Context: an optimization exercise on an open-source flow, tuned for small area, a short achievable clock period and few clock cycles per item. The choices shown serve that exercise and are no tape-out recipe. Where RTL was checked, it was by simulation tests only, not by an equivalence proof against the original. Only the layout flow was run in runs 1 to 3; the RTL was not checked for function there. Power is estimated from default activity; no workload was simulated.

`design/flow/flow/run.sh`:
```
#!/bin/bash
# The standard layout (standard.sh: ORFS synth to finish at the design's clock
# and constraints), with two changes to how the layout is made:
#  - timing repair keeps working until 9 ns of setup slack (a 4 ns target) instead
#    of stopping at 0;
#  - the port buffers that the flow puts on every input and output are the plain
#    buf_1 cell rather than the resizer's default pick (a 10 um2 delay buffer);
#    the resizer may still size them up.
# Every tool's output goes to standard.log in this folder (ORFS's own per-step
# logs stay under orfs/logs).
export SETUP_SLACK_MARGIN=8.8
export BUFFER_PORTS_ARGS="-buffer_cell sky130_fd_sc_hd__buf_1"
bash standard.sh > standard.log 2>&1
```
`design/flow/standard.sh`:
```
#!/bin/bash
# synth_recipe.tcl (not shown) runs the flow's synth.tcl, then flattens the netlist and writes it again
# the make line also repeats each setting of config.mk as NAME=value (left out here)
make -C /OpenROAD-flow-scripts/flow DESIGN_CONFIG=/design/flow/config.mk WORK_HOME=/design/flow/orfs CLKGATE_MAP_FILE= SYNTH_SCRIPT=/design/flow/synth_recipe.tcl "${@:-finish}"
```
`design/flow/config.mk`:
```
export PLATFORM = sky130hd
export DESIGN_NAME = byte_range_header_parser_core
export DESIGN_NICKNAME = byte_range_header_parser_core
export VERILOG_FILES = /design/flow/design.v
export SDC_FILE = /design/flow/constraint.sdc
export NUM_CORES = 4
export LEC_CHECK = 0
export CAP_MARGIN = 20
export CORE_MARGIN = 2
export CORE_UTILIZATION = 50
export SLEW_MARGIN = 20
```
`design/flow/constraint.sdc`:
```
create_clock -name core_clock -period 13.0 [get_ports {clock}]
set_input_delay 2.6000 -clock core_clock [delete_from_list [all_inputs] [get_ports {clock}]]
set_output_delay 2.6000 -clock core_clock [all_outputs]
set_load 0.01 [all_outputs]
```
`design/flow/design.v`:
```
package brhp_pkg;
   localparam int FILE_SIZE_BITS  = 48;
   localparam int SUM_BITS        = 51;
   localparam int RANGE_NUM_BITS  = 3;
   localparam int FOUND_BITS      = 4;
   localparam int BYTE_BITS       = 8;
   localparam int RSP_DATA_BITS   = 160;
   localparam int DEFAULT_MAX_RANGE_COUNT = 8;
   localparam int DEFAULT_OFFSET_BITS     = 48;
   localparam logic [BYTE_BITS-1:0] CHAR_COMMA = 8'h2C;
   localparam logic [BYTE_BITS-1:0] CHAR_DASH  = 8'h2D;
   localparam logic [BYTE_BITS-1:0] CHAR_CR    = 8'h0D;
   localparam logic [BYTE_BITS-1:0] CHAR_LF    = 8'h0A;
   localparam logic [BYTE_BITS-1:0] CHAR_SPACE = 8'h20;
   localparam logic [BYTE_BITS-1:0] CHAR_TAB   = 8'h09;
   localparam logic [BYTE_BITS-1:0] CHAR_ZERO  = 8'h30;
   localparam logic [BYTE_BITS-1:0] CHAR_NINE  = 8'h39;
   localparam logic [7:0] PHASE_START  = 8'b0000_0001;
   localparam logic [7:0] PHASE_LEAD   = 8'b0000_0010;
   localparam logic [7:0] PHASE_FIRST  = 8'b0000_0100;
   localparam logic [7:0] PHASE_SUFFIX = 8'b0000_1000;
   localparam logic [7:0] PHASE_SECOND = 8'b0001_0000;
   localparam logic [7:0] PHASE_TRAIL  = 8'b0010_0000;
   localparam logic [7:0] PHASE_CR     = 8'b0100_0000;
   localparam logic [7:0] PHASE_DONE   = 8'b1000_0000;
   function automatic logic is_digit(input logic [BYTE_BITS-1:0] c);
      is_digit = (c >= CHAR_ZERO) && (c <= CHAR_NINE);
   endfunction
   function automatic logic is_blank(input logic [BYTE_BITS-1:0] c);
      is_blank = (c == CHAR_SPACE) || (c == CHAR_TAB);
   endfunction
endpackage
import brhp_pkg::*;
module brhp_add #(
   parameter int N = 8
) (
   input  logic [N-1:0] a,
   input  logic [N-1:0] b,
   input  logic         cin,
   output logic [N-1:0] s,
   output logic         cout
);
   localparam int L = $clog2(N);
   logic [N-1:0] g [0:L];
   logic [N-1:0] p [0:L];
   logic [N-1:0] h;
   logic [N:0]   c;
   assign h    = a ^ b;
   assign g[0] = a & b;
   assign p[0] = h;
   for (genvar l = 0; l < L; l++) begin : g_lvl
      for (genvar i = 0; i < N; i++) begin : g_bit
         if (((i >> l) & 1) == 1) begin : g_op
            localparam int J = ((i >> l) << l) - 1;
            assign g[l+1][i] = g[l][i] | (p[l][i] & g[l][J]);
            assign p[l+1][i] = p[l][i] & p[l][J];
         end else begin : g_pass
            assign g[l+1][i] = g[l][i];
            assign p[l+1][i] = p[l][i];
         end
      end
   end
   assign c    = {g[L] | (p[L] & {N{cin}}), cin};
   assign s    = h ^ c[N-1:0];
   assign cout = c[N];
endmodule
module brhp_carry #(
   parameter int N = 8
) (
   input  logic [N-1:0] a,
   input  logic [N-1:0] b,
   input  logic         cin,
   output logic         cout
);
   localparam int L = $clog2(N);
   logic [N-1:0] g [0:L];
   logic [N-1:0] t [0:L];
   assign g[0] = a & b;
   assign t[0] = a | b;
   for (genvar l = 0; l < L; l++) begin : g_lvl
      for (genvar i = 0; i < N; i++) begin : g_bit
         if (((i >> l) & 1) == 1) begin : g_op
            localparam int J = ((i >> l) << l) - 1;
            assign g[l+1][i] = g[l][i] | (t[l][i] & g[l][J]);
            assign t[l+1][i] = t[l][i] & t[l][J];
         end else begin : g_pass
            assign g[l+1][i] = g[l][i];
            assign t[l+1][i] = t[l][i];
         end
      end
   end
   assign cout = g[L][N-1] | (t[L][N-1] & cin);
endmodule
module brhp_range_calc (
   input  logic                                is_suffix,
   input  logic                                has_second,
   input  logic [brhp_pkg::FILE_SIZE_BITS-1:0] nfirst_num,    
   input  logic [brhp_pkg::FILE_SIZE_BITS-1:0] cur_num,
   input  logic [brhp_pkg::FILE_SIZE_BITS-1:0] file_size,
   input  logic [brhp_pkg::SUM_BITS-1:0]       sum_cur,
   output logic                                range_ok,
   output logic [brhp_pkg::FILE_SIZE_BITS-1:0] nsuffix_start,  
   output logic [brhp_pkg::SUM_BITS-1:0]       sum_next
);
   localparam int FS = FILE_SIZE_BITS;
   logic                cur_le_fs, first_lt_cur, sum_co;
   logic [FS-1:0]       diff;
   logic [SUM_BITS-1:0] ext_c, ext_nf, cs_s, cs_c;
   brhp_add #(.N(FS)) u_sub (
      .a(file_size), .b(~cur_num), .cin(1'b1), .s(diff), .cout(cur_le_fs));
   assign nsuffix_start = ~diff;
   brhp_carry #(.N(FS)) u_lt (
      .a(cur_num), .b(nfirst_num), .cin(1'b0), .cout(first_lt_cur));
   assign range_ok = cur_le_fs && (is_suffix ? has_second : first_lt_cur);
   assign ext_c  = SUM_BITS'(cur_num);
   assign ext_nf = {{(SUM_BITS-FS){1'b1}}, nfirst_num};
   assign cs_s   = sum_cur ^ ext_c ^ ext_nf;
   assign cs_c   = (sum_cur & ext_c) | (sum_cur & ext_nf) | (ext_c & ext_nf);
   brhp_add #(.N(SUM_BITS)) u_sum (
      .a(cs_s), .b({cs_c[SUM_BITS-2:0], 1'b1}), .cin(1'b0), .s(sum_next), .cout(sum_co));
endmodule
import brhp_pkg::*;
module byte_range_header_parser_core #(
   parameter int MAX_RANGE_COUNT = brhp_pkg::DEFAULT_MAX_RANGE_COUNT,
   parameter int OFFSET_BITS     = brhp_pkg::DEFAULT_OFFSET_BITS
) (
   input  logic                                clock,
   input  logic                                reset,
   input  logic                                req_tvalid,
   output logic                                req_tready,
   input  logic [brhp_pkg::BYTE_BITS-1:0]      req_tdata,    
   input  logic                                req_tlast,    
   output logic                                rsp_tvalid,
   input  logic                                rsp_tready,
   output logic [brhp_pkg::RSP_DATA_BITS-1:0]  rsp_tdata,
   output logic                                rsp_tlast,    
   input  logic                                csr_wr_en,
   input  logic [brhp_pkg::FILE_SIZE_BITS-1:0] csr_wr_data   
);
   localparam int FS       = FILE_SIZE_BITS;
   localparam int PAD_BITS = RSP_DATA_BITS - (2 * FS + RANGE_NUM_BITS + SUM_BITS + FOUND_BITS + 1);
   localparam logic [2:0] P_START  = 3'd0;
   localparam logic [2:0] P_LEAD   = 3'd1;
   localparam logic [2:0] P_FIRST  = 3'd2;
   localparam logic [2:0] P_TRAIL  = 3'd3;
   localparam logic [2:0] P_SUFFIX = 3'd4;
   localparam logic [2:0] P_SECOND = 3'd5;
   localparam logic [2:0] P_CR     = 3'd6;
   localparam logic [2:0] P_DONE   = 3'd7;
   localparam logic [FS-1:0] OVF_T = FS'(64'd28147497671066);
   logic [FS-1:0] fs_ff;
   logic                 h_v_ff, s_v_ff;
   logic [4:0]           h_b_ff, s_b_ff;    
   logic [4:0]           in_enc;
   logic                 h_l_ff, s_l_ff;
   logic out_valid_ff;    
   logic hend_ff;         
   logic flush_ff;        
   logic fix_ff;          
   logic [2:0]          ph_ff;
   logic                err_ff;
   logic                hb_ff;       
   logic [3:0]          cnt_ff;
   logic [2:0]          num_ff;      
   logic [SUM_BITS-1:0] sum_ff;
   logic [FS-1:0]       cur_ff;      
   logic [FS-1:0]       nfirst_ff;   
   logic accept, go, step;
   logic [2:0]          ph;
   logic                err, hb;
   logic [3:0]          cnt;
   logic [SUM_BITS-1:0] sum;
   logic                c_digit, c_dash, c_comma, c_blank, c_cr, c_lf, c_term;
   logic [3:0]          dval;
   logic                cont;        
   logic [FS-1:0]       acc_hi;
   logic [3:0]          acc_lo;
   logic                acc_co, acc_ovf;
   logic [2:0] ph_m, ph_c;
   logic       err_m, err_c, hb_m, hb_c;
   logic       term_fire, wr_digit, dash_first, dash_lead;
   logic       do_comp, is_suffix, range_ok, got, end_byte, defer, emit, hend_next, clr;
   logic       fin, rej_fin;
   logic [3:0] cnt_c;
   logic [SUM_BITS-1:0] sum_c, sum_next;
   logic [FS-1:0] nsuffix_start, cur_nx, nfirst_nx;
   localparam logic [2:0] K_OTHER = 3'd0;
   localparam logic [2:0] K_DASH  = 3'd1;
   localparam logic [2:0] K_COMMA = 3'd2;
   localparam logic [2:0] K_BLANK = 3'd3;
   localparam logic [2:0] K_CR    = 3'd4;
   localparam logic [2:0] K_LF    = 3'd5;
   always_comb begin
      if ((req_tdata >= CHAR_ZERO) && (req_tdata <= CHAR_NINE)) in_enc = {1'b1, req_tdata[3:0]};
      else if (req_tdata == CHAR_DASH)                          in_enc = {2'b00, K_DASH};
      else if (req_tdata == CHAR_COMMA)                         in_enc = {2'b00, K_COMMA};
      else if ((req_tdata == CHAR_SPACE) || (req_tdata == CHAR_TAB)) in_enc = {2'b00, K_BLANK};
      else if (req_tdata == CHAR_CR)                            in_enc = {2'b00, K_CR};
      else if (req_tdata == CHAR_LF)                            in_enc = {2'b00, K_LF};
      else                                                      in_enc = {2'b00, K_OTHER};
   end
   assign req_tready = !s_v_ff;
   assign accept     = req_tvalid && !s_v_ff;
   assign go         = h_v_ff && !flush_ff && !fix_ff && (!out_valid_ff || rsp_tready);
   assign step       = go || flush_ff || fix_ff;
   always_ff @(posedge clock) begin
      if (reset) begin
         h_v_ff <= 1'b0;
         s_v_ff <= 1'b0;
      end else begin
         if (go || !h_v_ff) h_v_ff <= s_v_ff || accept;
         if (go) s_v_ff <= 1'b0;
         else if (accept && h_v_ff) s_v_ff <= 1'b1;
      end
   end
   always_ff @(posedge clock) begin
      if (go || !h_v_ff) begin
         h_b_ff <= s_v_ff ? s_b_ff : in_enc;
         h_l_ff <= s_v_ff ? s_l_ff : req_tlast;
      end
      if (!s_v_ff) begin
         s_b_ff <= in_enc;
         s_l_ff <= req_tlast;
      end
   end
   assign ph  = hend_ff ? P_START : ph_ff;
   assign err = err_ff && !hend_ff;
   assign hb  = hb_ff && !hend_ff;
   assign cnt = hend_ff ? 4'd0 : cnt_ff;
   assign sum = hend_ff ? {SUM_BITS{1'b0}} : sum_ff;
   assign c_digit = h_b_ff[4];
   assign c_dash  = h_b_ff == {2'b00, K_DASH};
   assign c_comma = h_b_ff == {2'b00, K_COMMA};
   assign c_blank = h_b_ff == {2'b00, K_BLANK};
   assign c_cr    = h_b_ff == {2'b00, K_CR};
   assign c_lf    = h_b_ff == {2'b00, K_LF};
   assign c_term  = c_blank || c_comma || c_cr;
   assign dval    = h_b_ff[3:0];
   assign cont   = (ph == P_FIRST) || (((ph == P_SUFFIX) || (ph == P_SECOND)) && hb);
   always_comb begin
      case ({cur_ff[2:0], dval[3:1]})
            6'b000_000: acc_lo = 4'd0;
            6'b000_001: acc_lo = 4'd1;
            6'b000_010: acc_lo = 4'd2;
            6'b000_011: acc_lo = 4'd3;
            6'b000_100: acc_lo = 4'd4;
            6'b001_000: acc_lo = 4'd5;
            6'b001_001: acc_lo = 4'd6;
            6'b001_010: acc_lo = 4'd7;
            6'b001_011: acc_lo = 4'd8;
            6'b001_100: acc_lo = 4'd9;
            6'b010_000: acc_lo = 4'd2;
            6'b010_001: acc_lo = 4'd3;
            6'b010_010: acc_lo = 4'd4;
            6'b010_011: acc_lo = 4'd5;
            6'b010_100: acc_lo = 4'd6;
            6'b011_000: acc_lo = 4'd7;
            6'b011_001: acc_lo = 4'd8;
            6'b011_010: acc_lo = 4'd9;
            6'b011_011: acc_lo = 4'd10;
            6'b011_100: acc_lo = 4'd11;
            6'b100_000: acc_lo = 4'd4;
            6'b100_001: acc_lo = 4'd5;
            6'b100_010: acc_lo = 4'd6;
            6'b100_011: acc_lo = 4'd7;
            6'b100_100: acc_lo = 4'd8;
            6'b101_000: acc_lo = 4'd9;
            6'b101_001: acc_lo = 4'd10;
            6'b101_010: acc_lo = 4'd11;
            6'b101_011: acc_lo = 4'd12;
            6'b101_100: acc_lo = 4'd13;
            6'b110_000: acc_lo = 4'd6;
            6'b110_001: acc_lo = 4'd7;
            6'b110_010: acc_lo = 4'd8;
            6'b110_011: acc_lo = 4'd9;
            6'b110_100: acc_lo = 4'd10;
            6'b111_000: acc_lo = 4'd11;
            6'b111_001: acc_lo = 4'd12;
            6'b111_010: acc_lo = 4'd13;
            6'b111_011: acc_lo = 4'd14;
            6'b111_100: acc_lo = 4'd15;
            default: acc_lo = 4'd0;
      endcase
   end
   brhp_add #(.N(FS)) u_acc (
      .a({1'b0, cur_ff[FS-1:1]}), .b({3'b000, cur_ff[FS-1:3]}), .cin(acc_lo[3]),
      .s(acc_hi), .cout(acc_co));
   assign acc_ovf = cont && ((cur_ff >= OVF_T) || ((cur_ff == OVF_T - 1) && (dval >= 4'd6)));
   always_comb begin
      ph_m       = ph;
      hb_m       = hb;
      err_m      = err;
      term_fire  = 1'b0;
      wr_digit   = 1'b0;
      dash_first = 1'b0;
      dash_lead  = 1'b0;
      if (!err && !flush_ff && !fix_ff) begin
         case (ph)
            P_START, P_LEAD: begin
               if (c_blank && (ph == P_LEAD)) begin
                  ph_m = ph;
               end else if (c_digit) begin
                  wr_digit = 1'b1;
                  hb_m     = 1'b0;
                  ph_m     = P_FIRST;
               end else if (c_dash) begin
                  dash_lead = 1'b1;
                  hb_m      = 1'b0;
                  ph_m      = P_SUFFIX;
               end else begin
                  err_m = 1'b1;
               end
            end
            P_FIRST: begin
               if (c_digit) begin
                  if (acc_ovf) err_m = 1'b1;
                  wr_digit = 1'b1;
               end else if (c_dash) begin
                  dash_first = 1'b1;
                  ph_m       = P_SECOND;
               end else begin
                  err_m = 1'b1;
               end
            end
            P_SUFFIX, P_SECOND: begin
               if (c_digit) begin
                  if (acc_ovf) err_m = 1'b1;
                  wr_digit = 1'b1;
                  hb_m     = 1'b1;
               end else if (c_term) begin
                  term_fire = 1'b1;
               end else begin
                  err_m = 1'b1;
               end
            end
            P_TRAIL: begin
               ph_m = ph;     
            end
            P_CR: begin
               if (c_lf) ph_m = P_DONE;
               else err_m = 1'b1;
            end
            default: begin
               err_m = 1'b1;
            end
         endcase
      end
   end
   assign do_comp   = flush_ff || (!err_m && term_fire);
   assign is_suffix = ph_ff == P_SUFFIX;
   brhp_range_calc u_range_calc (
      .is_suffix    (is_suffix),
      .has_second   (hb_ff),
      .nfirst_num   (nfirst_ff),
      .cur_num      (cur_ff),
      .file_size    (fs_ff),
      .sum_cur      (sum_ff),
      .range_ok     (range_ok),
      .nsuffix_start(nsuffix_start),
      .sum_next     (sum_next)
   );
   assign got   = do_comp && range_ok;
   assign defer = !flush_ff && !fix_ff && h_l_ff && !err_m && !term_fire &&
                  ((ph_m == P_SUFFIX) || (ph_m == P_SECOND));
   always_comb begin
      ph_c  = ph_m;
      hb_c  = hb_m;
      err_c = err_m;
      cnt_c = cnt;
      sum_c = sum;
      if (do_comp) begin
         if (range_ok) begin
            cnt_c = cnt + 4'd1;
            sum_c = sum_next;
            ph_c  = P_TRAIL;
         end else begin
            err_c = 1'b1;
         end
      end
      end_byte = !flush_ff && !fix_ff && !err_c && (((ph == P_TRAIL) && !err) || (term_fire && got));
      if (end_byte) begin
         if (c_blank) begin
            ph_c = P_TRAIL;
         end else if (c_comma) begin
            if (cnt_c >= 4'(MAX_RANGE_COUNT)) begin
               err_c = 1'b1;
            end else begin
               ph_c = P_LEAD;
               hb_c = 1'b0;
            end
         end else if (c_cr) begin
            ph_c = P_CR;
         end else begin
            err_c = 1'b1;
         end
      end
      if (!flush_ff && !fix_ff && h_l_ff && !err_c &&
          ((ph_c == P_START) || (ph_c == P_LEAD) || (ph_c == P_FIRST))) begin
         err_c = 1'b1;
      end
   end
   assign fin       = !fix_ff && (flush_ff || (h_l_ff && !defer));
   assign rej_fin   = fin && do_comp && !range_ok;
   assign emit      = fix_ff || (!rej_fin && (flush_ff || ((got || h_l_ff) && !defer)));
   assign hend_next = fix_ff || (fin && !rej_fin);
   assign clr       = fix_ff || (fin && !do_comp);
   always_ff @(posedge clock) begin
      if (reset) begin
         out_valid_ff <= 1'b0;
         flush_ff     <= 1'b0;
         fix_ff       <= 1'b0;
         hend_ff      <= 1'b1;
      end else begin
         if (step) out_valid_ff <= emit;
         else if (rsp_tready) out_valid_ff <= 1'b0;
         flush_ff <= go && defer;
         fix_ff   <= step && rej_fin;
         if (step) hend_ff <= hend_next;
      end
   end
   always_ff @(posedge clock) begin
      if (csr_wr_en) fs_ff <= csr_wr_data;
      if (step) begin
         ph_ff  <= ph_c;
         err_ff <= err_c;
         hb_ff  <= hb_c;
         cnt_ff <= cnt_c;
         num_ff <= got ? cnt[2:0] : 3'd0;
         sum_ff <= sum_c;
      end
      cur_ff    <= cur_nx;
      nfirst_ff <= nfirst_nx;
   end
   logic          cur_fs, cur_dig, cur_hold, nf_ones, nf_cur, nf_sfx, nf_hold;
   logic [FS-1:0] dig_val;
   assign dig_val  = cont ? {acc_hi, acc_lo[2:0], dval[0]} : FS'(dval);
   assign cur_fs   = step && !clr && (dash_first || (do_comp && is_suffix));
   assign cur_dig  = step && !clr && !(dash_first || (do_comp && is_suffix)) && wr_digit;
   assign cur_hold = !step || (!clr && !(dash_first || (do_comp && is_suffix)) && !wr_digit);
   assign cur_nx   = ({FS{cur_fs}} & fs_ff) | ({FS{cur_dig}} & dig_val) | ({FS{cur_hold}} & cur_ff);
   assign nf_ones   = step && (clr || dash_lead);
   assign nf_cur    = step && !(clr || dash_lead) && dash_first;
   assign nf_sfx    = step && !(clr || dash_lead) && !dash_first && do_comp && is_suffix;
   assign nf_hold   = !(nf_ones || nf_cur || nf_sfx);
   assign nfirst_nx = {FS{nf_ones}} | ({FS{nf_cur}} & ~cur_ff) | ({FS{nf_sfx}} & nsuffix_start)
                      | ({FS{nf_hold}} & nfirst_ff);
   assign rsp_tvalid = out_valid_ff;
   assign rsp_tlast  = hend_ff;
   assign rsp_tdata  = {{PAD_BITS{1'b0}}, err_ff, cnt_ff, sum_ff, num_ff, cur_ff, ~nfirst_ff};
endmodule
```
==> results of run 1 <==
-- flip-flops by register name, indices dropped and copies added, names as in the netlist, 4 cells and up --
name       flops
s_b_ff         5
sum_ff        51
cnt_ff         4
nfirst_ff     48
h_b_ff         5
cur_ff        48
fs_ff         48
-- repair_timing --
action	CTS	global route
pin swaps	4	8
cloned	3	1
endpoints found under the setup margin	152	105
setup buffers	8	11
gates resized for setup	21	31
-- kinds of logic after synthesis --
group	count (synthesis)	synth area share
compound gates	633	0.2487
xor+xnor	117	0.05943
fa+ha+maj	203	0.1707
buf+inv	225	0.05609
flops	225	0.3291
mux	5	0.003047
other cells	1	0.0002175
simple gates	460	0.1328
-- worst max-delay path: cells and delay by family --
| family | cells | cell delay [ps] |
|---|---|---|
| simple gates | 3 | 490 |
| buf+inv | 2 | 270 |
| compound gates | 4 | 1260 |
-- layer usage --
layer	global-route usage	vias up	routed length, microns
met4	0.08050	0	1412
met3	0.03616	77	2994
li1	-	7409	-
met1	0.3951	7480	23880
met5	0	-	0
met2	0.4939	508	25570
-- metrics by stage --
step	instance area (sq um)	hold slack, ps
finish	19750	458.6
floorplan	17390	429.8
detailed placement	18390	446.8
global route	19750	478.8
global placement	18390	444.8
CTS	19540	456.8
-- worst min-delay path by stage --
stage	slack [ps]	end	startpoint	cells after the start
after floorplan	430	s_b_ff[2]	s_b_ff[2]	2
after global placement	440	s_b_ff[2]	s_b_ff[2]	2
after detailed placement	450	s_b_ff[2]	s_b_ff[2]	2
after CTS	460	s_b_ff[2]	s_b_ff[2]	2
after global routing	480	s_b_ff[2]	s_b_ff[2]	2
final	460	s_b_ff[2]	s_b_ff[2]	2
-- cell usage in the layout (no fill, tap or decap), types with 9 or more instances in the layout --
cell type / count
xor2_1: 48
and3_1: 10
a22oi_1: 81
o21ai_0: 106
clkbuf_16: 32
o21bai_1: 13
nor4_1: 10
o31ai_1: 12
a21oi_1: 102
inv_1: 146
edfxtp_1: 117
and2_1: 9
nand3_1: 64
o22ai_1: 21
o21ai_1: 53
a31o_2: 14
nand2_1: 109
nand4_1: 20
a31oi_1: 14
o2111ai_1: 20
nand2b_1: 12
nor2b_1: 17
buf_4: 24
nor3_1: 43
xnor2_1: 69
a21o_1: 34
ha_1: 144
a211oi_1: 22
dfxtp_1: 98
or2_2: 16
o211ai_1: 38
nor2_1: 102
fa_1: 54
buf_1: 218
o21a_1: 22
-- final cells by class --
type                       count  area, sq um  share of cell area
timing repair inverter         1        5.005           0.0002535
clock buffer                  32        800.8             0.04055
multi-input combinational   1426        10850              0.5492
sequential                   225         5695              0.2884
inverter                     149        563.0             0.02851
clock inverter                21        183.9            0.009314
tap                          455        569.3             0.02883
timing repair buffer         248         1084             0.05487
-- power by group through the flow --
| stage | sequential, uW | combinational [uW] | clock, uW |
|---|---|---|---|
| finish | 845 | 524 | 832 |
| floorplan | 842 | 375 | 0 |
| detailed placement | 859 | 489 | 0 |
| CTS | 844 | 504 | 845 |
| global route | 850 | 585 | 870 |
| global placement | 859 | 482 | 0 |
==> flow_summary.json, run 1 <==
{
  "setup_viol": 0,
  "setup.worst_path.end": "nfirst_ff[43]",
  "wl_mm": 53.86,
  "cp-end-kind": "flip-flop",
  "fin_total_pwr_uw": 2201,
  "grt_max_degree": 69,
  "worstMarginPinSlew_ps": 1005,
  "slew_violations": 0,
  "vdd_ir_drop_max_mv": 0.1004,
  "final_core_util": 0.5759,
  "hold_viol_final": 0,
  "synth_edf_count": 117,
  "max_freq_ghz": 0.2405,
  "netlist_top_cells_count": "inv_1, ha_1, o21ai_0",
  "setup_tns_ps": 0,
  "die_height_microns": 189.7,
  "viasPerCell": 6.052,
  "ys_seq_elements": 225,
  "critPathMaxStageDelay_ps": 470,
  "netlist_area_sq_um": 17240,
  "rrSetupSlack_ps": 8920,
  "clock_skew_ps": 16.18,
  "fillers": 3162,
  "cts_max_level": 1,
  "dp_cells": 2481,
  "drt_iter0_markers": 1148,
  "place.gp.congestion": 0.8747,
  "crit_start": "rsp_tready",
  "pwr-share-seq": 0.384,
  "min_period_ps": 4158,
  "r2r_end": "sum_ff[49]",
  "p_clk_frac": 0.378,
  "clkLatencyLatePin_ps": 580,
  "r2r_cells": 13,
  "io_buffers": 219,
  "core-area_sq_um": 34290,
  "path_cells": "buf_1, nand2b_4, and2_4, nor2_4, clkinvlp_4, a31oi_2, o21a_4, o221ai_2, a21o_1",
  "yosys-top-cells-area": "edfxtp_1, dfxtp_1, ha_1",
  "antenna_found_initial": 0,
  "gr-total-overflow": 0,
  "start_util": 0.5029,
  "avgSynthCellArea_sq_um": 9.226,
  "cts_tree": "built",
  "grt_pass1_vias": 14940,
  "instances_no_fill": 2557,
  "clk_pin_slew_ps": 60,
  "wl_per_cell_microns": 21.06,
  "slew_headroom": 0.3232,
  "postSynthCellCount": 1869,
  "rr_startpoint": "sum_ff[1]",
  "die_area_sq_um": 35990,
  "p_leak_uw": 0.007932,
  "grt_pass1_wl_mm": 83.61,
  "yosysTopAreaCellShare": 0.2037,
  "dpl_worst_slack_ps": 7389,
  "cp-start-kind": "input port",
  "status": "timing/DRC/antenna clean",
  "grt_usage": 0.2920,
  "cap_violations": 0,
  "critPathRequiredTime_ps": 13470,
  "ys_seq_area_frac": 0.3291,
  "path_max_fanout": 22,
  "cts_made_buffers": 29,
  "drive_gt1_frac": 0.09182,
  "final_antenna_net_count": 0,
  "ys_warn_count": 10,
  "crit_arrival_ps": 4630,
  "combPwrFrac": 0.238,
  "area_delta_synth_final_pct": 14.51,
  "fin_nets": 2341,
  "die_width_microns": 189.7,
  "yosysTopAreaCell": "edfxtp_1",
  "setup_ws_ps": 8842,
  "cts.sinks": 225,
  "root_buffer": "clkbuf_16",
  "synth_flop_cell": "edfxtp_1",
  "drt-pass1-iter-count": 6,
  "num_io_pins": 225,
  "drc": 0,
  "cellPowerDensity_nw_per_um2": 111.4,
  "finalCritPeriodShare": 0.3198,
  "rsz0062_at_grt": "yes",
  "yosys.cell_types.count": 101,
  "hpwl_mm": 37.98,
  "rows": 68,
  "hold_class": "reg -> reg",
  "hold_buffers": 0,
  "cts_buffer_depth": 3,
  "critPathSlowestCell": "a31oi_2",
  "synthArstFlopShare": 0,
  "yosysMostFrequentCell": "inv_1",
  "switching_share": 0.3275,
  "p_int_uw": 1480,
  "vias": 15474,
  "switchingPower_uw": 720.7,
  "path_class": "in -> reg",
  "antenna_cells": 0
}
==> run 2: changes to the inputs <==
--- a/design/flow/flow/run.sh
+++ b/design/flow/flow/run.sh
@@ -8,6 +8,6 @@
 #    the resizer may still size them up.
 # Every tool's output goes to standard.log in this folder (ORFS's own per-step
 # logs stay under orfs/logs).
-export SETUP_SLACK_MARGIN=8.8
+export SETUP_SLACK_MARGIN=9
 export BUFFER_PORTS_ARGS="-buffer_cell sky130_fd_sc_hd__buf_1"
 bash standard.sh > standard.log 2>&1
--- a/design/flow/config.mk
+++ b/design/flow/config.mk
@@ -9,3 +9,4 @@
 export CORE_MARGIN = 2
 export CORE_UTILIZATION = 50
 export SLEW_MARGIN = 20
+export TNS_END_PERCENT = 0
==> run 2 against run 1 <==
Design area is 0.16% lower. Non-clock buffer count is 5 lower. Combinational power is 1% lower. Flip-flop and latch count stayed put. Worst hold slack better by 12 ps. Critical path depth is 1 higher. Cell count is 0.23% lower. Synthesized cell count stayed put. Global-route usage is 0.13 points higher. Via count is 0.25% lower. Largest cell class unchanged. Largest power group unchanged.
==> flow_summary.json, run 2 <==
{
  "wl_per_cell_microns": 21.22,
  "ys_seq_area_frac": 0.3291,
  "grt_usage": 0.2933,
  "max_freq_ghz": 0.2422,
  "ys_seq_elements": 225,
  "hold_buffers": 0,
  "core-area_sq_um": 34290,
  "antenna_found_initial": 1,
  "root_buffer": "clkbuf_16",
  "final_core_util": 0.5750,
  "hold_viol_final": 0,
  "postSynthCellCount": 1869,
  "dpl_cell_area_sq_um": 18390,
  "status": "timing/DRC/antenna clean",
  "p_leak_uw": 0.007918,
  "final_antenna_net_count": 0,
  "gr-total-overflow": 0,
  "path_class": "in -> reg",
  "ys_warn_count": 10,
  "setup_viol": 0,
  "antenna_cells": 0,
  "rows": 68,
  "worstMarginPinSlew_ps": 978.4,
  "critPathRequiredTime_ps": 13460,
  "hpwl_mm": 38.47,
  "cp-start-kind": "input port",
  "start_util": 0.5029,
  "yosysTopAreaCell": "edfxtp_1",
  "clkLatencyLatePin_ps": 570,
  "area_delta_synth_final_pct": 14.33,
  "yosysTopAreaCellShare": 0.2037,
  "cts_buffer_depth": 3,
  "cp-end-kind": "flip-flop",
  "grt_pass1_vias": 15109,
  "cap_violations": 0,
  "fin_nets": 2335,
  "slew_headroom": 0.3408,
  "die_width_microns": 189.7,
  "drive_gt1_frac": 0.08874,
  "min_period_ps": 4129,
  "drt_iter0_markers": 1090,
  "drt-pass1-iter-count": 7,
  "cts_made_buffers": 28,
  "mostFrequentLayoutCell": "buf_1",
  "viasPerCell": 6.051,
  "largest_reg_flops": 51,
  "grt_max_degree": 69,
  "routed-wl-met3_mm": 3.032,
  "yosys.cell_types.count": 101,
  "grt_pass1_wl_mm": 83.97,
  "yosysMostFrequentCell": "inv_1",
  "place.gp.congestion": 0.9129,
  "hold_class": "reg -> reg",
  "die_height_microns": 189.7,
  "crit_arrival_ps": 4590,
  "path_max_fanout": 21,
  "fin_area_sq_um": 19720,
  "yosys-top-cells-area": "edfxtp_1, dfxtp_1, ha_1",
  "netlist_top_cells_count": "inv_1, ha_1, o21ai_0",
  "dpl_worst_slack_ps": 7411,
  "avgSynthCellArea_sq_um": 9.226,
  "cts_tree": "built",
  "clk_pin_slew_ps": 60,
  "topRoutingLayerUsed": "met5",
  "vias": 15435,
  "regMostFlops": "sum_ff",
  "dr_wl_met2_mm": 26.03,
  "setup_tns_ps": 0,
  "layout_common_cells": "buf_1, inv_1, ha_1, o21ai_0, edfxtp_1",
  "cts_max_level": 1,
  "met1Wirelength_mm": 23.77,
  "drc": 0,
  "cts.sinks": 225,
  "rsz0062_at_grt": "yes",
  "wl_mm": 54.14,
  "slew_violations": 0,
  "finalCritPeriodShare": 0.3176,
  "io_buffers": 219,
  "cellPowerDensity_nw_per_um2": 110.7,
  "num_io_pins": 225,
  "synthArstFlopShare": 0,
  "synth_flop_cell": "edfxtp_1",
  "vdd_ir_drop_max_mv": 0.1057,
  "die_area_sq_um": 35990,
  "setup_ws_ps": 8871,
  "netlist_area_sq_um": 17240,
  "synth_edf_count": 117,
  "clock_skew_ps": 21.54
}
==> run 2: power by group <==
group          internal [uW]  leakage (uW)  switching (uW)  total, uW
clock                    489      0.000468             329        818
combinational            217       0.00541             302        519
sequential               791       0.00204            54.2        845
==> run 2: metrics by stage <==
| stage | hold WS, ps | total power, uW | instances |
|---|---|---|---|
| 4_1_cts | 480.2 | 2177 | 2542 |
| 2_1_floorplan | 429.8 | 1216 | 1873 |
| 3_5_place_dp | 466.5 | 1347 | 2482 |
| 5_1_grt | 511.6 | 2291 | 2551 |
| 6_report | 470.8 | 2182 | 2551 |
| 3_3_place_gp | 444.2 | 1342 | 2482 |
==> run 2: layer usage <==
layer | up-vias | track usage
li1 | 7373 | -
met1 | 7476 | 0.3884
met2 | 494 | 0.5062
met3 | 90 | 0.03523
met4 | 2 | 0.08289
met5 | - | 0
==> run 2: final timing paths <==
check	from	to	slack (ps)	cells after the start
worst max-delay path	rsp_tready	nfirst_ff[43]	8870	10
worst min register to register	s_b_ff[2]	s_b_ff[2]	470	2
worst min-delay path	s_b_ff[2]	s_b_ff[2]	470	2
worst max register to register	nfirst_ff[15]	sum_ff[38]	9030	13
==> run 2: cell families after synthesis <==
kind of cell             Yosys count  share of synthesized area
flip-flops                       225                     0.3291
adder cells (fa/ha/maj)          203                     0.1707
other                              1                  0.0002175
multiplexers                       5                   0.003047
AO/OA/AOI/OAI                    633                     0.2487
AND/OR/NAND/NOR                  460                     0.1328
buffers and inverters            225                    0.05609
XOR/XNOR                         117                    0.05943
==> run 2: repair_timing <==
action                     in CTS  in global routing
setup buffers                   6                  6
setup endpoints to repair     188                197
gates cloned                    2                  3
pin swaps                       4                  8
hold endpoints to repair        0                  0
resized for setup              13                 50
==> run 2: final cells by class <==
type / count / area [sq um]
flip-flops and latches: 225 / 5704
inverters: 149 / 563.0
well taps: 455 / 569.3
fillers: 3199 / 14570
clock inverters: 18 / 175.2
repair buffers: 243 / 1084
multi-input cells: 1427 / 10830
clock buffers: 34 / 785.8
==> run 2: worst max-delay path: stages <==
cell        delay (ps)
buf_1               70
nand2b_4           140
and2_4             150
nor2_4             160
clkinvlp_4         240
a31oi_4            330
o21a_4             320
buf_6              260
o221ai_2           120
a21o_1             180
==> run 3: changes to the inputs <==
--- a/design/flow/flow/run.sh
+++ b/design/flow/flow/run.sh
@@ -8,6 +8,6 @@
 #    the resizer may still size them up.
 # Every tool's output goes to standard.log in this folder (ORFS's own per-step
 # logs stay under orfs/logs).
-export SETUP_SLACK_MARGIN=9
+export SETUP_SLACK_MARGIN=9.2
 export BUFFER_PORTS_ARGS="-buffer_cell sky130_fd_sc_hd__buf_1"
 bash standard.sh > standard.log 2>&1
--- a/design/flow/config.mk
+++ b/design/flow/config.mk
@@ -9,4 +9,3 @@
 export CORE_MARGIN = 2
 export CORE_UTILIZATION = 50
 export SLEW_MARGIN = 20
-export TNS_END_PERCENT = 0
==> run 3 against run 2 <==
Wire length up 8.7%. Still clean. Die area unchanged. Critical path depth is 8 lower. First-iteration DRC count rose by 3.8%. Global-route usage up 1.8 points. Fmax up 5.6%. Clock power is 2% higher. Non-clock buffer count rose by 155. Worst setup slack improved by 220 ps. Via count up 7.4%.
==> flow_summary.json, run 3 <==
{
  "cap_violations": 0,
  "register_area_sq_um": 5969,
  "met1Wirelength_mm": 24.59,
  "fin_nets": 2497,
  "yosysTopAreaCell": "edfxtp_1",
  "fillers": 2955,
  "cts_max_level": 1,
  "hold_viol_final": 0,
  "die_width_microns": 189.7,
  "place.gp.congestion": 0.8747,
  "area_delta_synth_final_pct": 27.54,
  "wl_mm": 58.83,
  "max_freq_ghz": 0.2559,
  "rsz0062_at_grt": "yes",
  "regMostFlops": "sum_ff",
  "antenna_found_initial": 1,
  "vias": 16577,
  "die_height_microns": 189.7,
  "postSynthCellCount": 1869,
  "clkLatencyLatePin_ps": 580,
  "ys_seq_area_frac": 0.3291,
  "slew_violations": 0,
  "core-area_sq_um": 34290,
  "drive_gt1_frac": 0.2511,
  "synth_edf_count": 117,
  "gr-total-overflow": 0,
  "cts_tree": "built",
  "drc": 0,
  "path_class": "reg -> out",
  "drt-pass1-iter-count": 9,
  "wl_per_cell_microns": 21.69,
  "setup_viol": 0,
  "largest_reg_flops": 51,
  "grt_pass1_vias": 15635,
  "netlist_area_sq_um": 17240,
  "cts.sinks": 225,
  "min_from": "s_b_ff[2]",
  "netlist_top_cells_count": "inv_1, ha_1, o21ai_0",
  "critPathMaxStageDelay_ps": 450,
  "min_period_ps": 3908,
  "finalCritPeriodShare": 0.3006,
  "worstMarginPinSlew_ps": 1008,
  "multi_input_area_sq_um": 11320,
  "hold_class": "reg -> reg",
  "cp-start-kind": "flip-flop",
  "grt_max_degree": 69,
  "synthArstFlopShare": 0,
  "rows": 68,
  "critPathSlowestCell": "edfxtp_1",
  "grt_usage": 0.3116,
  "yosys-top-cells-area": "edfxtp_1, dfxtp_1, ha_1",
  "yosysMostFrequentCell": "inv_1",
  "final_antenna_net_count": 0,
  "routed-wl-met3_mm": 3.985,
  "synth_flop_cell": "edfxtp_1",
  "clk_pin_slew_ps": 60,
  "vdd_ir_drop_max_mv": 0.09984,
  "critPathRequiredTime_ps": 10400,
  "status": "timing/DRC/antenna clean",
  "dr_wl_met2_mm": 28.13,
  "fin_total_pwr_uw": 2299,
  "crit_arrival_ps": 1310,
  "cts_buffer_depth": 3,
  "topRoutingLayerUsed": "met5",
  "p_leak_uw": 0.009097,
  "yosysTopAreaCellShare": 0.2037,
  "setup_tns_ps": 0,
  "dpl_cell_area_sq_um": 18390,
  "rr_startpoint": "sum_ff[2]",
  "start_util": 0.5029,
  "avgSynthCellArea_sq_um": 9.226,
  "cp-end-kind": "output port",
  "cts_made_buffers": 29,
  "path_cells": "buf_4, buf_6",
  "viasPerCell": 6.110,
  "hpwl_mm": 37.98,
  "yosys.cell_types.count": 101,
  "antenna_cells": 0,
  "fin_area_sq_um": 21990,
  "crit_start": "sum_ff[2]",
  "mostFrequentLayoutCell": "buf_1",
  "num_io_pins": 225,
  "die_area_sq_um": 35990,
  "ys_seq_elements": 225,
  "layout_common_cells": "buf_1, buf_4, ha_1, inv_1, edfxtp_1",
  "final_core_util": 0.6414,
  "io_buffers": 219,
  "slew_headroom": 0.3212,
  "clock_skew_ps": 16.09,
  "ys_warn_count": 10,
  "cellPowerDensity_nw_per_um2": 104.5,
  "path_max_fanout": 3,
  "drt_iter0_markers": 1131,
  "grt_pass1_wl_mm": 88.12,
  "root_buffer": "clkbuf_16"
}
==> run 3: cell counts after synthesis <==
No cell type changed its count.
==> run 3: kinds of logic (layout without fill, tap and decap cells) <==
family | after synthesis | in the layout | synth area share
AO/OA/AOI/OAI | 633 | 639 | 0.2487
AND/OR/NAND/NOR | 460 | 463 | 0.1328
flip-flops | 225 | 225 | 0.3291
buffers and inverters | 225 | 601 | 0.05609
adder cells (fa/ha/maj) | 203 | 203 | 0.1707
XOR/XNOR | 117 | 117 | 0.05943
multiplexers | 5 | 5 | 0.003047
other | 1 | 5 | 0.0002175
==> run 3: cell type report <==
type | instances | area share
clock buffer | 32 | 0.03641
clock inverter | 21 | 0.008363
inverter | 149 | 0.02560
multi-input combinational | 1432 | 0.5148
sequential | 225 | 0.2714
tap | 455 | 0.02588
timing repair buffer | 398 | 0.1171
timing repair inverter | 1 | 0.0003413
==> run 3: worst paths after layout <==
kind	to	slack, ps	depth (start not counted)
setup / recovery	rsp_tdata[101]	9090	2
hold / removal	s_b_ff[2]	460	2
setup reg to reg	sum_ff[50]	9150	16
hold reg to reg	s_b_ff[2]	460	2
==> run 3: metrics by stage <==
step	hold WS, ps	setup WS [ps]	cells
4_1_cts	456.8	9114	2625
3_3_place_gp	444.8	7474	2481
2_1_floorplan	429.8	8054	1873
6_report	459.3	9092	2713
3_5_place_dp	446.8	7389	2481
5_1_grt	478.8	8984	2713
==> run 3: metal layers <==
layer  GRT usage  vias to the layer above
li1            -                     7749
met4      0.1058                        2
met2      0.5294                      641
met1      0.4068                     8053
met3     0.04649                      132
met5           0                        -
==> run 3: power by group <==
part | leakage, uW | switching (uW) | total (uW) | internal [uW]
Sequential | 0.00205 | 43.3 | 823 | 780
Combinational | 0.00657 | 361 | 643 | 282
Clock | 0.000481 | 361 | 834 | 472
Total | 0.00910 | 765 | 2300 | 1530
==> run 3: critical path, delay by kind of cell, from the launching register on <==
kind	cells	cell delay, ps
buffers and inverters	2	290
DFF	1	450
==> run 3: timing repair <==
item	4_1_cts	5_1_grt
gates resized for setup	238	163
setup endpoints to repair	317	224
gates cloned	11	5
setup buffers	80	83
hold buffers	0	0
pin swaps	21	32
==> run 4: changes to the inputs <==
--- a/design/flow/design.v
+++ b/design/flow/design.v
@@ -184,6 +184,7 @@
    logic [3:0] cnt_c;
    logic [SUM_BITS-1:0] sum_c, sum_next;
    logic [FS-1:0] nsuffix_start, cur_nx, nfirst_nx;
+   logic [SUM_BITS-1:0] sum_nx;
    localparam logic [2:0] K_OTHER = 3'd0;
    localparam logic [2:0] K_DASH  = 3'd1;
    localparam logic [2:0] K_COMMA = 3'd2;
@@ -426,11 +427,15 @@
          hb_ff  <= hb_c;
          cnt_ff <= cnt_c;
          num_ff <= got ? cnt[2:0] : 3'd0;
-         sum_ff <= sum_c;
       end
       cur_ff    <= cur_nx;
       nfirst_ff <= nfirst_nx;
+      sum_ff    <= sum_nx;
    end
+   logic sum_add, sum_hold;
+   assign sum_add  = step && got;
+   assign sum_hold = !(step && (got || hend_ff));
+   assign sum_nx   = ({SUM_BITS{sum_add}} & sum_next) | ({SUM_BITS{sum_hold}} & sum_ff);
    logic          cur_fs, cur_dig, cur_hold, nf_ones, nf_cur, nf_sfx, nf_hold;
    logic [FS-1:0] dig_val;
    assign dig_val  = cont ? {acc_hi, acc_lo[2:0], dval[0]} : FS'(dval);
--- a/design/flow/flow/run.sh
+++ b/design/flow/flow/run.sh
@@ -8,6 +8,6 @@
 #    the resizer may still size them up.
 # Every tool's output goes to standard.log in this folder (ORFS's own per-step
 # logs stay under orfs/logs).
-export SETUP_SLACK_MARGIN=9.2
+export SETUP_SLACK_MARGIN=9
 export BUFFER_PORTS_ARGS="-buffer_cell sky130_fd_sc_hd__buf_1"
 bash standard.sh > standard.log 2>&1
--- a/design/flow/config.mk
+++ b/design/flow/config.mk
@@ -8,4 +8,5 @@
 export CAP_MARGIN = 20
 export CORE_MARGIN = 2
 export CORE_UTILIZATION = 50
+export CTS_BUF_LIST = sky130_fd_sc_hd__clkbuf_4 sky130_fd_sc_hd__clkbuf_8
 export SLEW_MARGIN = 20
==> run 4 against run 3 <==
Die area fell by 4.2%. Sequential share of layout area fell by 0.38 points. Via count fell by 5.6%. Count of clock-buffer cells in the layout rose by 45. Flip-flop and latch count did not move. Clock power fell by 4.9%. Fmax fell by 5.5%. Critical path depth rose by 13. Core utilization fell by 4.0 points. Non-clock buffer count fell by 119. Largest cell class unchanged. Largest power group is now combinational logic.
==> flow_summary.json, run 4 <==
{
  "status": "timing/DRC/antenna clean",
  "worst-path-stages": 15,
  "wl_per_cell_microns": 21.02,
  "hold_ws_ps": 451.6,
  "fin_total_pwr_uw": 2570,
  "cts_max_level": 2,
  "layout_common_cells": "buf_1, o21ai_0, ha_1, nand2_1, inv_1",
  "start_util": 0.5073,
  "area_delta_synth_final_pct": 18.60,
  "finalCritPeriodShare": 0.3181,
  "cts_tree": "built",
  "vias": 15654,
  "netlist_top_cells_count": "dfxtp_1, o21ai_0, a21oi_1",
  "cap_violations": 0,
  "yosysTopAreaCellShare": 0.1929,
  "ys_seq_elements": 225,
  "wl_mm": 55.05,
  "hpwl_mm": 37.03,
  "vdd_ir_drop_max_mv": 0.09148,
  "root_buffer": "clkbuf_8",
  "postSynthCellCount": 1875,
  "rows": 66,
  "antenna_found_initial": 0,
  "path_class": "reg -> reg",
  "dpl_worst_slack_ps": 7440,
  "cts_buffer_depth": 3,
  "yosys-top-cells-area": "dfxtp_1, edfxtp_1, ha_1",
  "cts.sinks": 225,
  "largest_reg_flops": 51,
  "critPathMaxStageDelay_ps": 500,
  "cp_common_cell": "buf_6",
  "die_width_microns": 185.7,
  "worstMarginPinSlew_ps": 1219,
  "clk_pin_slew_ps": 60,
  "rsz0062_at_grt": "yes",
  "crit_arrival_ps": 4590,
  "p_leak_uw": 0.008083,
  "yosys.cell_types.count": 84,
  "crit_family": "compound AO/OA/AOI/OAI gates",
  "clock_skew_ps": 19.12,
  "place.gp.congestion": 0.9354,
  "avgSynthCellArea_sq_um": 8.802,
  "timing.critical_path.buf_inv": 2,
  "min_path_cells": 2,
  "critPathSlowestCell": "fa_1",
  "fin_nets": 2404,
  "grt_usage": 0.3054,
  "slew_violations": 0,
  "ys_seq_area_frac": 0.3129,
  "ys_warn_count": 10,
  "setup_tns_ps": 0,
  "slew_headroom": 0.1875,
  "mostFrequentLayoutCell": "buf_1",
  "antenna_cells": 0,
  "r2r_cells": 15,
  "synth_flop_cell": "dfxtp_1",
  "io_buffers": 219,
  "gr-total-overflow": 0,
  "hold_class": "reg -> reg",
  "cts_made_buffers": 44,
  "cp-end-kind": "flip-flop",
  "hold_viol_final": 0,
  "drt-pass1-iter-count": 6,
  "drc": 0,
  "path_cells": "fa_1, ha_1, nor2b_4, o31a_1, o41ai_4, nand3b_1, buf_6, buf_6, a311o_1, a221o_1, a21oi_2, o21bai_2, a21o_1, xnor2_1, o21ai_1",
  "cp-start-kind": "flip-flop",
  "final_antenna_net_count": 0,
  "grt_pass1_wl_mm": 81.97,
  "die_height_microns": 185.7,
  "drt_iter0_markers": 1299,
  "viasPerCell": 5.977,
  "core-area_sq_um": 32540,
  "netlist_area_sq_um": 16500,
  "yosysTopAreaCell": "dfxtp_1",
  "path_max_fanout": 6,
  "num_io_pins": 225,
  "synth_edf_count": 66,
  "setup_viol": 0,
  "synthArstFlopShare": 0,
  "die_area_sq_um": 34480,
  "max_freq_ghz": 0.2418,
  "drive_gt1_frac": 0.1231,
  "grt_pass1_vias": 14788,
  "critPathRequiredTime_ps": 13450,
  "min_period_ps": 4136,
  "grt_max_degree": 49,
  "cellPowerDensity_nw_per_um2": 131.3,
  "regMostFlops": "sum_ff",
  "setup_ws_ps": 8864,
  "clkLatencyLatePin_ps": 590
}
[run 4: cell types whose count changed after synthesis, moves of 15 or more]
cell / change
clkbuf_1: +15
edfxtp_1: -51
dfxtp_1: +51
nand3_1: -36
a22oi_1: -31
nand2_1: +32
o21ai_1: -16
a21oi_1: +40
o21ai_0: +17
nor2_1: +19
[run 4: area by class of cell]
cell class / instances / area [sq um]
Multi-Input combinational cell: 1451 / 10950
Clock buffer: 77 / 928.4
Tap cell: 442 / 553.0
Timing Repair Buffer: 279 / 1325
Sequential cell: 225 / 5239
Fill cell: 2993 / 12960
Inverter: 141 / 533.0
Clock inverter: 3 / 40.04
Timing Repair inverter: 1 / 5.005
[run 4: worst min-delay path, delay by kind of cell (launching register included)]
kind / cells / cell delay (ps)
buffers and inverters: 1 / 40
DFF: 1 / 290
AOI/OAI and AO/OA: 1 / 60
[run 4: per-layer routing]
metal,vias to the layer above,wire length [microns],GRT usage
li1,7451,-,-
met1,7476,24520,0.4176
met2,605,25030,0.4971
met3,122,3716,0.04246
met4,0,1787,0.1014
met5,-,0,0
[run 4: worst paths after layout]
kind	from	to	slack (ps)
worst min-delay path	s_b_ff[2]	s_b_ff[2]	450
worst min register to register	s_b_ff[2]	s_b_ff[2]	450
worst max-delay path	cur_ff[2]	sum_ff[39]	8860
worst max register to register	cur_ff[2]	sum_ff[39]	8860
[run 4: logic make-up (layout without fill, tap and decap cells)]
kind of cell | count (synthesis) | in the layout | synth area share
AOI/OAI and AO/OA | 642 | 643 | 0.2534
xor gates and xnor gates | 117 | 117 | 0.06209
adders and majority gates | 203 | 203 | 0.1783
buffers and inverters | 210 | 501 | 0.05109
DFF | 225 | 225 | 0.3129
muxes | 2 | 2 | 0.001289
other | 1 | 5 | 0.0002272
and+or+nand+nor | 475 | 481 | 0.1406
[run 4: what timing repair did]
action / in CTS / in global routing
pin swaps: 10 / 23
setup endpoints to repair: 181 / 162
buffers inserted: 20 / 31
cloned: 5 / 3
hold buffers: 0 / 0
resized for setup: 57 / 66
[run 4: per-stage QoR]
stage          instance area (sq um)  cells    util
2_1_floorplan                  16620   1879       -
3_3_place_gp                   17710   2480  0.5443
3_5_place_dp                   17710   2480  0.5443
4_1_cts                        19070   2585  0.5860
5_1_grt                        19570   2619  0.6016
6_report                       19570   2619  0.6016
[run 4: report_power, final]
group | leakage (uW) | switching [uW] | internal (uW)
clock | 0.000521 | 329 | 465
combinational | 0.00560 | 522 | 462
sequential | 0.00196 | 40.1 | 754
Testbench counts of run 4, summed over its fixed seeds: cycles 49,634, bytes 48,723.
==> run 5: changes to the inputs <==
--- a/design/flow/config.mk
+++ b/design/flow/config.mk
@@ -8,5 +8,4 @@
 export CAP_MARGIN = 20
 export CORE_MARGIN = 2
 export CORE_UTILIZATION = 50
-export CTS_BUF_LIST = sky130_fd_sc_hd__clkbuf_4 sky130_fd_sc_hd__clkbuf_8
 export SLEW_MARGIN = 20
==> run 5 against run 4 <==
Non-clock buffer count decreased by 3. Wire length decreased by 1.1%. Combinational power decreased by 8.1%. Fmax increased by 4.1%. Die area unchanged. Sequential power about the same. Clock skew decreased by 7.0 ps. Register-to-register slack improved by 180 ps. Total power decreased by 3.2%. Via count decreased by 0.93%. Critical path depth decreased by 14. Worst setup slack improved by 160 ps.
==> flow_summary.json, run 5 <==
{
  "hold_buffers": 0,
  "synth_flop_cell": "dfxtp_1",
  "die_area_sq_um": 34480,
  "place.gp.congestion": 0.9354,
  "drt-pass1-iter-count": 5,
  "switching_share": 0.3424,
  "yosysTopAreaCell": "dfxtp_1",
  "critPathMaxStageDelay_ps": 620,
  "path_max_fanout": 10,
  "rsz0062_at_grt": "yes",
  "path_cells": "buf_1",
  "wl_per_cell_microns": 21.03,
  "p_leak_uw": 0.007994,
  "clk_pin_slew_ps": 60,
  "drt_iter0_markers": 1345,
  "root_buffer": "clkbuf_16",
  "grt_usage": 0.3039,
  "regMostFlops": "sum_ff",
  "pwr-share-seq": 0.319,
  "die_width_microns": 185.7,
  "mostFrequentLayoutCell": "buf_1",
  "status": "timing/DRC/antenna clean",
  "drive_gt1_frac": 0.1002,
  "hold_class": "reg -> reg",
  "cts_made_buffers": 28,
  "dr_wl_met2_mm": 24.83,
  "largest_reg_flops": 51,
  "cts_buffer_depth": 3,
  "netlist_top_cells_count": "dfxtp_1, o21ai_0, a21oi_1",
  "yosysTopAreaCellShare": 0.1929,
  "worstMarginPinSlew_ps": 1370,
  "crit_arrival_ps": 1370,
  "routed-wl-met3_mm": 3.716,
  "finalCritPeriodShare": 0.3056,
  "timing.critical_path.buf_inv": 1,
  "topRoutingLayerUsed": "met4",
  "cap_violations": 0,
  "num_io_pins": 225,
  "cellPowerDensity_nw_per_um2": 127.7,
  "final_antenna_net_count": 0,
  "hpwl_mm": 37.03,
  "r2r_end": "sum_ff[50]",
  "gr-total-overflow": 0,
  "switchingPower_uw": 851.8,
  "dp_cells": 2480,
  "cts_max_level": 1,
  "drc": 0,
  "core-area_sq_um": 32540,
  "grt_max_degree": 49,
  "worst-path-stages": 1,
  "synth_edf_count": 66,
  "synthArstFlopShare": 0,
  "min_from": "s_b_ff[2]",
  "yosys-top-cells-area": "dfxtp_1, edfxtp_1, ha_1",
  "fin_area_sq_um": 19480,
  "crit_start": "cur_ff[47]",
  "slew_headroom": 0.08653,
  "fin_nets": 2384,
  "critPathSlowestCell": "dfxtp_1",
  "ys_seq_elements": 225,
  "slew_violations": 0,
  "cts.sinks": 225,
  "critPathRequiredTime_ps": 10400,
  "clock_skew_ps": 12.10,
  "combPwrFrac": 0.363,
  "antenna_found_initial": 0,
  "viasPerCell": 5.992,
  "avgSynthCellArea_sq_um": 8.802,
  "setup.worst_path.end": "rsp_tdata[95]",
  "cp-start-kind": "flip-flop",
  "final_core_util": 0.5988,
  "layout_common_cells": "buf_1, o21ai_0, ha_1, nand2_1",
  "wl_mm": 54.42,
  "instances_no_fill": 2588,
  "area_delta_synth_final_pct": 18.04,
  "max_freq_ghz": 0.2517,
  "yosys.cell_types.count": 84,
  "die_height_microns": 185.7,
  "io_buffers": 219,
  "setup_tns_ps": 0,
  "rows": 66,
  "path_class": "reg -> out",
  "cp-end-kind": "output port",
  "dpl_cell_area_sq_um": 17710,
  "cts_tree": "built",
  "crit_family": "flip-flops",
  "vdd_ir_drop_max_mv": 0.1047,
  "postSynthCellCount": 1875,
  "met1Wirelength_mm": 23.99,
  "p_clk_frac": 0.318,
  "rrSetupSlack_ps": 9040,
  "r2r_cells": 14,
  "rr_startpoint": "cur_ff[2]",
  "netlist_area_sq_um": 16500,
  "setup_viol": 0,
  "min_period_ps": 3973,
  "grt_pass1_vias": 14667,
  "clkLatencyLatePin_ps": 560,
  "grt_pass1_wl_mm": 81.53,
  "ys_seq_area_frac": 0.3129,
  "hold_viol_final": 0,
  "ys_warn_count": 10,
  "fin_total_pwr_uw": 2488,
  "start_util": 0.5073,
  "vias": 15508,
  "p_int_uw": 1636
}
run 5: cell counts after synthesis:
Identical to the previous run, type by type.
run 5: power by group through the flow:
| stage | sequential [uW] | combinational [uW] | clock, uW |
|---|---|---|---|
| 2_1_floorplan | 791 | 599 | 0 |
| 3_3_place_gp | 811 | 760 | 0 |
| 3_5_place_dp | 811 | 764 | 0 |
| 4_1_cts | 795 | 844 | 801 |
| 5_1_grt | 796 | 987 | 827 |
| 6_report | 793 | 904 | 791 |
run 5: cell families after synthesis:
kind of cell,count (synthesis),share of synthesized area
compound gates,642,0.2534
xor+xnor,117,0.06209
fa+ha+maj,203,0.1783
buf+inv,210,0.05109
flops,225,0.3129
mux,2,0.001289
other cells,1,0.0002272
simple gates,475,0.1406
run 5: through the flow:
step | hold WS (ps) | setup slack, ps
6_report | 452.1 | 9027
3_5_place_dp | 448.6 | 7440
3_3_place_gp | 444.3 | 7538
4_1_cts | 456.3 | 8775
5_1_grt | 496.5 | 8864
2_1_floorplan | 429.8 | 9001
run 5: cell type report:
cell class | count | area, sq um
fill | 2997 | 13060
multi-input combinational | 1450 | 10900
tap | 442 | 553.0
antenna | 1 | 2.502
clock buffer | 45 | 899.6
inverter | 141 | 533.0
timing repair inverter | 1 | 5.005
clock inverter | 7 | 36.28
sequential | 225 | 5234
timing repair buffer | 276 | 1323
run 5: tightest hold or removal path, delay by kind of cell (launching register included):
kind | cells | cell delay (ps)
buffers and inverters | 1 | 40
DFF | 1 | 290
AOI/OAI and AO/OA | 1 | 60
run 5: what timing repair did:
item	4_1_cts	5_1_grt
gates cloned	5	2
endpoints found under the setup margin	168	133
buffers inserted	22	26
resized for setup	46	62
pin swaps	16	13
run 5: metal layers:
layer / global-route usage / up-vias
met4: 0.1046 / 0
met2: 0.4906 / 575
met5: 0 / -
met1: 0.4157 / 7432
met3: 0.04520 / 103
li1: - / 7398
run 5: worst min path at each step:
stage / endpoint / slack, ps / cells after the start
2_1_floorplan: s_b_ff[2] / 430 / 2
5_1_grt: s_b_ff[3] / 500 / 2
6_report: s_b_ff[2] / 450 / 2
4_1_cts: s_b_ff[2] / 460 / 2
3_3_place_gp: s_b_ff[2] / 440 / 2
3_5_place_dp: s_b_ff[2] / 450 / 2
==> run 6: changes to the inputs <==
--- a/design/flow/design.v
+++ b/design/flow/design.v
@@ -96,19 +96,18 @@
    input  logic                                has_second,
    input  logic [brhp_pkg::FILE_SIZE_BITS-1:0] nfirst_num,    
    input  logic [brhp_pkg::FILE_SIZE_BITS-1:0] cur_num,
-   input  logic [brhp_pkg::FILE_SIZE_BITS-1:0] file_size,
+   input  logic [brhp_pkg::FILE_SIZE_BITS-1:0] nfile_size,    
    input  logic [brhp_pkg::SUM_BITS-1:0]       sum_cur,
    output logic                                range_ok,
    output logic [brhp_pkg::FILE_SIZE_BITS-1:0] nsuffix_start,  
    output logic [brhp_pkg::SUM_BITS-1:0]       sum_next
 );
    localparam int FS = FILE_SIZE_BITS;
-   logic                cur_le_fs, first_lt_cur, sum_co;
-   logic [FS-1:0]       diff;
+   logic                cur_gt_fs, cur_le_fs, first_lt_cur, sum_co;
    logic [SUM_BITS-1:0] ext_c, ext_nf, cs_s, cs_c;
    brhp_add #(.N(FS)) u_sub (
-      .a(file_size), .b(~cur_num), .cin(1'b1), .s(diff), .cout(cur_le_fs));
-   assign nsuffix_start = ~diff;
+      .a(nfile_size), .b(cur_num), .cin(1'b0), .s(nsuffix_start), .cout(cur_gt_fs));
+   assign cur_le_fs = !cur_gt_fs;
    brhp_carry #(.N(FS)) u_lt (
       .a(cur_num), .b(nfirst_num), .cin(1'b0), .cout(first_lt_cur));
    assign range_ok = cur_le_fs && (is_suffix ? has_second : first_lt_cur);
@@ -148,7 +147,7 @@
    localparam logic [2:0] P_CR     = 3'd6;
    localparam logic [2:0] P_DONE   = 3'd7;
    localparam logic [FS-1:0] OVF_T = FS'(64'd28147497671066);
-   logic [FS-1:0] fs_ff;
+   logic [FS-1:0] nfs_ff;    
    logic                 h_v_ff, s_v_ff;
    logic [4:0]           h_b_ff, s_b_ff;    
    logic [4:0]           in_enc;
@@ -169,7 +168,6 @@
    logic [2:0]          ph;
    logic                err, hb;
    logic [3:0]          cnt;
-   logic [SUM_BITS-1:0] sum;
    logic                c_digit, c_dash, c_comma, c_blank, c_cr, c_lf, c_term;
    logic [3:0]          dval;
    logic                cont;        
@@ -182,7 +180,7 @@
    logic       do_comp, is_suffix, range_ok, got, end_byte, defer, emit, hend_next, clr;
    logic       fin, rej_fin;
    logic [3:0] cnt_c;
-   logic [SUM_BITS-1:0] sum_c, sum_next;
+   logic [SUM_BITS-1:0] sum_next;
    logic [FS-1:0] nsuffix_start, cur_nx, nfirst_nx;
    logic [SUM_BITS-1:0] sum_nx;
    localparam logic [2:0] K_OTHER = 3'd0;
@@ -228,7 +226,6 @@
    assign err = err_ff && !hend_ff;
    assign hb  = hb_ff && !hend_ff;
    assign cnt = hend_ff ? 4'd0 : cnt_ff;
-   assign sum = hend_ff ? {SUM_BITS{1'b0}} : sum_ff;
    assign c_digit = h_b_ff[4];
    assign c_dash  = h_b_ff == {2'b00, K_DASH};
    assign c_comma = h_b_ff == {2'b00, K_COMMA};
@@ -354,7 +351,7 @@
       .has_second   (hb_ff),
       .nfirst_num   (nfirst_ff),
       .cur_num      (cur_ff),
-      .file_size    (fs_ff),
+      .nfile_size   (nfs_ff),
       .sum_cur      (sum_ff),
       .range_ok     (range_ok),
       .nsuffix_start(nsuffix_start),
@@ -368,11 +365,9 @@
       hb_c  = hb_m;
       err_c = err_m;
       cnt_c = cnt;
-      sum_c = sum;
       if (do_comp) begin
          if (range_ok) begin
             cnt_c = cnt + 4'd1;
-            sum_c = sum_next;
             ph_c  = P_TRAIL;
          end else begin
             err_c = 1'b1;
@@ -420,7 +415,7 @@
       end
    end
    always_ff @(posedge clock) begin
-      if (csr_wr_en) fs_ff <= csr_wr_data;
+      if (csr_wr_en) nfs_ff <= ~csr_wr_data;
       if (step) begin
          ph_ff  <= ph_c;
          err_ff <= err_c;
@@ -442,7 +437,7 @@
    assign cur_fs   = step && !clr && (dash_first || (do_comp && is_suffix));
    assign cur_dig  = step && !clr && !(dash_first || (do_comp && is_suffix)) && wr_digit;
    assign cur_hold = !step || (!clr && !(dash_first || (do_comp && is_suffix)) && !wr_digit);
-   assign cur_nx   = ({FS{cur_fs}} & fs_ff) | ({FS{cur_dig}} & dig_val) | ({FS{cur_hold}} & cur_ff);
+   assign cur_nx   = ({FS{cur_fs}} & ~nfs_ff) | ({FS{cur_dig}} & dig_val) | ({FS{cur_hold}} & cur_ff);
    assign nf_ones   = step && (clr || dash_lead);
    assign nf_cur    = step && !(clr || dash_lead) && dash_first;
    assign nf_sfx    = step && !(clr || dash_lead) && !dash_first && do_comp && is_suffix;
--- a/design/flow/config.mk
+++ b/design/flow/config.mk
@@ -7,5 +7,5 @@
 export LEC_CHECK = 0
 export CAP_MARGIN = 20
 export CORE_MARGIN = 2
-export CORE_UTILIZATION = 50
+export CORE_UTILIZATION = 60
 export SLEW_MARGIN = 20
==> run 6 against run 5 <==
Register-to-register slack got worse by 80 ps. Cell count fell by 4.5%. Clock power rose by 5.7%. Core utilization rose by 12 points. Via count fell by 0.55%. Sequential power fell by 0.9%. Critical path depth rose by 11. Fmax fell by 1.8%. First-iteration DRC count fell by 6.7%. Area after synthesis fell by 0.46%. Synthesized cell count rose by 0.32%. Critical path type is now reg -> reg.
==> flow_summary.json, run 6 <==
{
  "status": "timing/DRC/antenna clean",
  "netlist_area_sq_um": 16430,
  "yosys.cell_types.count": 81,
  "p_leak_uw": 0.008495,
  "wl_per_cell_microns": 19.85,
  "dpl_worst_slack_ps": 7743,
  "die_width_microns": 169.5,
  "cts_buffer_depth": 3,
  "p_clk_frac": 0.372,
  "num_io_pins": 225,
  "cp-end-kind": "flip-flop",
  "slew_headroom": 0.3467,
  "viasPerCell": 6.239,
  "start_util": 0.6096,
  "grt_usage": 0.3346,
  "rows": 60,
  "critPathRequiredTime_ps": 13480,
  "largest_reg_flops": 51,
  "regMostFlops": "sum_ff",
  "switching_share": 0.3187,
  "grt_pass1_vias": 14615,
  "grt_pass1_wl_mm": 77.23,
  "pwr-share-seq": 0.349,
  "hpwl_mm": 34.13,
  "grt_max_degree": 82,
  "wl_mm": 49.06,
  "timing.critical_path.buf_inv": 1,
  "max_freq_ghz": 0.2473,
  "avgSynthCellArea_sq_um": 8.734,
  "setup_ws_ps": 8956,
  "vias": 15423,
  "ys_seq_elements": 225,
  "crit_arrival_ps": 4520,
  "die_area_sq_um": 28720,
  "critPathMaxStageDelay_ps": 590,
  "hold_viol_final": 0,
  "antenna_found_initial": 0,
  "setup_tns_ps": 0,
  "path_class": "reg -> reg",
  "area_delta_synth_final_pct": 17.44,
  "critPathSlowestCell": "or4b_4",
  "netlist_top_cells_count": "nand2_1, dfxtp_1, inv_1",
  "crit_family": "simple AND/OR/NAND/NOR gates",
  "antenna_cells": 0,
  "min_path_cells": 2,
  "yosys-top-cells-area": "dfxtp_1, edfxtp_1, ha_1",
  "path_max_fanout": 21,
  "yosysTopAreaCellShare": 0.1938,
  "rrSetupSlack_ps": 8960,
  "ys_warn_count": 10,
  "drt-pass1-iter-count": 6,
  "slew_violations": 0,
  "setup_viol": 0,
  "core-area_sq_um": 26950,
  "postSynthCellCount": 1881,
  "cts_made_buffers": 28,
  "root_buffer": "clkbuf_16",
  "hold_class": "reg -> reg",
  "clkLatencyLatePin_ps": 550,
  "hold_end": "s_b_ff[3]",
  "drt_iter0_markers": 1255,
  "path_cells": "or4b_4, o32a_1, nor2_2, o41ai_4, a2111o_1, a31oi_4, nor2_4, or4b_4, or2_4, buf_12, or4_1, nand3_1",
  "p_int_uw": 1533,
  "io_buffers": 219,
  "ys_seq_area_frac": 0.3144,
  "rr_startpoint": "h_b_ff[3]",
  "drc": 0,
  "combPwrFrac": 0.279,
  "cellPowerDensity_nw_per_um2": 116.6,
  "cp-start-kind": "flip-flop",
  "finalCritPeriodShare": 0.3111
}
-- run 6: tightest hold or removal path, cell delays in order (launching register included) --
cell and delay (ps):
dfxtp_1 310, nand2_1 50, nand2_1 70
-- run 6: cell type report --
type,count,area [sq um]
Multi-Input combinational cell,1439,10760
Fill cell,2191,7657
Sequential cell,225,5255
Timing Repair Buffer,266,1294
Clock buffer,29,725.7
Inverter,149,576.8
Tap cell,341,426.7
Clock inverter,23,254.0
-- run 6: routing by layer --
layer / vias up / share of wire / track usage / wire, microns
met4: 0 / 0.027 / 0.1037 / 1334
met3: 97 / 0.073 / 0.03825 / 3569
li1: 7329 / - / - / -
met1: 7315 / 0.43 / 0.4655 / 21250
met5: - / 0 / 0 / 0
met2: 682 / 0.47 / 0.5492 / 22900
-- run 6: how the worst max path moves through the flow --
stage	endpoint	slack, ps	cells past startpoint
6_report	cur_ff[46]	8960	12
5_1_grt	cur_ff[46]	8870	12
4_1_cts	cur_ff[40]	8990	8
3_5_place_dp	cur_ff[40]	7740	8
3_3_place_gp	cur_ff[40]	7830	8
2_1_floorplan	cur_ff[46]	8720	9
-- run 6: kinds of logic after synthesis --
| kind of cell | synth area share |
|---|---|
| other | 0.0002283 |
| flip-flops | 0.3144 |
| multiplexers | 0.005636 |
| XOR/XNOR | 0.05864 |
| AO/OA/AOI/OAI | 0.2334 |
| buffers and inverters | 0.05285 |
| AND/OR/NAND/NOR | 0.1517 |
| adder cells (fa/ha/maj) | 0.1831 |
-- run 6: power by group through the flow --
stage	registers (uW)	logic (uW)	clock network (uW)
6_report	786	628	836
5_1_grt	788	687	872
4_1_cts	785	578	845
3_5_place_dp	803	542	0
3_3_place_gp	802	531	0
2_1_floorplan	784	410	0
-- run 6: timing repair --
item	CTS	global route
gates cloned	2	1
gates resized for setup	95	52
buffers inserted	13	18
pin swaps	7	15
endpoints found under the setup margin	185	144
hold buffers	0	0
-- run 6: metrics by stage --
stage               instance area [sq um]  power [uW]    util  hold slack (ps)
finish                              19290        2250  0.7159            456.0
global route                        19290        2347  0.7159            487.1
CTS                                 18930        2207  0.7026            464.8
detailed placement                  17560        1345  0.6515            448.7
global placement                    17560        1333  0.6515            439.0
floorplan                           16490        1194       -            411.7
Testbench counts of run 6, summed over its fixed seeds: cycles 49,634, bytes 48,723.
